This design comes from an exercise in tuning for a short achievable clock period and few clock cycles per item on the open sky130 flow, not from production work.
Where RTL was checked, it was by simulation tests only, not by an equivalence proof against the original.
No activity file was given, so power comes from the tool's default toggle rates.

==> module pcUnit, before the edit <==
module pcUnit (
	input logic clock,
	input logic clear,  
	input logic [XLEN-1:0] instr,
	input logic isB,
	input logic isCbz,
	input logic isCbnz,
	input logic rtZero,  
	output logic [XLEN-1:0] pc
);
	logic [XLEN-1:0] seqPc;
	logic [XLEN-1:0] targetB;
	logic [XLEN-1:0] targetCb;
	logic [XLEN-1:0] nextPc;
	logic cbTaken;
	assign seqPc = pc + PC_STEP;
	prefixAdder #(.W(XLEN)) u_targetB (
		.a(pc),
		.b({{(XLEN-28){instr[25]}}, instr[25:0], 2'b00}),
		.cin(1'b0),
		.sum(targetB)
	);
	prefixAdder #(.W(XLEN)) u_targetCb (
		.a(pc),
		.b({{(XLEN-21){instr[23]}}, instr[23:5], 2'b00}),
		.cin(1'b0),
		.sum(targetCb)
	);
	assign cbTaken = (isCbz && rtZero) || (isCbnz && !rtZero);
	assign nextPc = ({XLEN{isB}} & targetB)
		| ({XLEN{cbTaken}} & targetCb)
		| ({XLEN{!isB && !cbTaken}} & seqPc);
	always_ff @(posedge clock) begin
		if (clear) begin
			pc <= '0;
		end else begin
			pc <= nextPc;
		end
	end
endmodule
export LEC_CHECK = 0
export ABC_CLOCK_PERIOD_IN_PS = 2000
export CAP_MARGIN = 20
export CORE_MARGIN = 2
export CORE_UTILIZATION = 50
export SLEW_MARGIN = 20
export TNS_END_PERCENT = 100
create_clock -name core_clock -period 13.0 [get_ports {clock}]
standard.sh (not shown) runs the stock make flow with config.mk's settings and CLKGATE_MAP_FILE= SYNTH_SCRIPT=/design/flow/synth_recipe.tcl, a recipe that flattens the netlist after the stock synthesis.
==> flow/flow/run.sh <==
#!/bin/bash
# The standard layout, with two changes to how it is made:
# - the timing repair is asked to leave this much setup slack at the design's
#   clock period, so that it shortens every path as far as it can;
# - the port buffers are plain buffers, which the repair can then size up,
#   instead of the delay buffers buffer_ports picks by default.
set -euo pipefail
bash standard.sh "BUFFER_PORTS_ARGS=-buffer_cell sky130_fd_sc_hd__buf_4" SETUP_SLACK_MARGIN=7.6 finish > standard_make.log 2>&1
Testbench counts at the start, summed over its fixed seeds: cycles 24,024, commits 24,000.
Rerun with:
--- a/flow/design.v
+++ b/flow/design.v
@@ -295,6 +295,8 @@
 	logic [XLEN-1:0] targetCb;
 	logic [XLEN-1:0] nextPc;
 	logic cbTaken;
+	logic [XLEN-1:2] pcWord;
+	assign pc = {pcWord, 2'b00};
 	assign seqPc = pc + PC_STEP;
 	prefixAdder #(.W(XLEN)) u_targetB (
 		.a(pc),
@@ -314,9 +316,9 @@
 		| ({XLEN{!isB && !cbTaken}} & seqPc);
 	always_ff @(posedge clock) begin
 		if (clear) begin
-			pc <= '0;
+			pcWord <= '0;
 		end else begin
-			pc <= nextPc;
+			pcWord <= nextPc[XLEN-1:2];
 		end
 	end
 endmodule
Result: Setup slack gains 0.0082 ns. Power went down by 2.5%. Non-clock buffer count grows by 9. Area after synthesis came out lower by 1.2%. Routed wire length decreases by about 2.4%. Die area came out lower by 1.2%. Cell count goes down by about 1.3%. Flip-flop and latch count goes down by 6. Final area drops by 1.6%.
Testbench counts after the change, summed over its fixed seeds: cycles 24,024, commits 24,000.

--- another note on this design; it stands on its own ---

## legv8Core
module legv8Core (
	input logic clock,
	input logic rst,
	input logic [XLEN-1:0] imemData,  
	output logic [XLEN-1:0] imemAddr,
	output logic commitValid,
	output logic [XLEN-1:0] commitPc,
	output logic commitRegWrite,
	output logic [REG_ADDR_W-1:0] commitRd,
	output logic [XLEN-1:0] commitRegData,
	output logic commitMemWrite,
	output logic [DMEM_INDEX_W-1:0] commitMemIndex,
	output logic [XLEN-1:0] commitStoreData
);
Size in the first run: roughly 7800 cells after synthesis, roughly 1800 flip-flops, roughly 0.10 mm^2 of cells after synthesis.
export LEC_CHECK = 0
export ABC_CLOCK_PERIOD_IN_PS = 500
export CAP_MARGIN = 20
export CORE_MARGIN = 2
export CORE_UTILIZATION = 50
export SLEW_MARGIN = 20
export TNS_END_PERCENT = 100
create_clock -name core_clock -period 13.0 [get_ports {clock}]
standard.sh (not shown) runs the stock make flow with config.mk's settings and CLKGATE_MAP_FILE= SYNTH_SCRIPT=/design/flow/synth_recipe.tcl, a recipe that flattens the netlist after the stock synthesis.
==> flow/flow/run.sh <==
#!/bin/bash
# The standard layout, with three changes to how it is made:
# - the timing repair is asked to leave this much setup slack at the design's
#   clock period, so that it shortens every path as far as it can;
# - the port buffers are plain buffers, which the repair can then size up,
#   instead of the delay buffers buffer_ports picks by default;
# - the pins of rst and commitValid are placed next to each other (pins.tcl).
set -euo pipefail
bash standard.sh "BUFFER_PORTS_ARGS=-buffer_cell sky130_fd_sc_hd__buf_4" \
	"PRE_IO_PLACEMENT_TCL=$(pwd)/flow/pins.tcl" \
	SETUP_SLACK_MARGIN=7.6 finish > standard_make.log 2>&1
==> flow/flow/pins.tcl <==
# rst and commitValid are joined by a combinational path (commitValid is low
# while rst is high); keep their pins side by side so that path stays short.
set_io_pin_constraint -group -order -pin_names {rst commitValid}
The starting point finished clean.
Change:
==> flow/flow/run.sh (replaced) <==
#!/bin/bash
# The standard layout, with two changes to how it is made:
# - the timing repair is asked to leave this much setup slack at the design's
#   clock period, so that it shortens every path as far as it can;
# - the port buffers are plain buffers, which the repair can then size up,
#   instead of the delay buffers buffer_ports picks by default.
set -euo pipefail
bash standard.sh "BUFFER_PORTS_ARGS=-buffer_cell sky130_fd_sc_hd__buf_4" SETUP_SLACK_MARGIN=7.6 finish > standard_make.log 2>&1
Settings changed: ABC_CLOCK_PERIOD_IN_PS 500 to 2000, CORE_UTILIZATION 50 to 35.
removed: flow/flow/pins.tcl
The new run finished with timing, DRC and antenna clean.
Setup slack got worse by 46 ps.
Area after synthesis stays the same.
Flip-flop and latch count does not change.
Die area grows by well over a third.
Fmax shrinks slightly.
Wire length grows by a few percent.
Clock-buffer cell count grows by 10.
Total power shrinks slightly.
Critical path depth shrinks by 6.
Sequential power stays flat.
No functional check of the RTL was part of any run of this note.

static timing again, ports no longer ideal:
Ports are ideal in the flow. The routed layouts listed here were re-timed in OpenROAD.
Step 1 sets driving cells, clkbuf_16 on the clock port and buf_2 on the other inputs (assumed; they add their load-dependent delay and slew).
Step 2 also shifts input and output timing later by t, the mid clock arrival at the registers, as if the neighbouring blocks saw the same clock.
Three values: ideal, step 1, step 2; two values: the first two.
run	t (ns)	setup slack, ns	worst register clock-pin slew, ns	worst slew at a driven data input, ns
the first run of note 1	0.936	7.471 / 7.422 / 6.722	0.08 / 0.08	0.10
the second run of note 1	0.964	7.480 / 7.438 / 6.751	0.07 / 0.07	0.09
the first run of note 2	0.975	7.481 / 7.430 / 6.573	0.08 / 0.08	0.09
the second run of note 2	0.962	7.436 / 7.387 / 6.594	0.07 / 0.07	0.08
After both steps setup and hold are still met in every run listed. The setup slack of the first run of note 2, which loses most, moves by -0.051 ns with the drivers and by -0.908 ns with both steps.
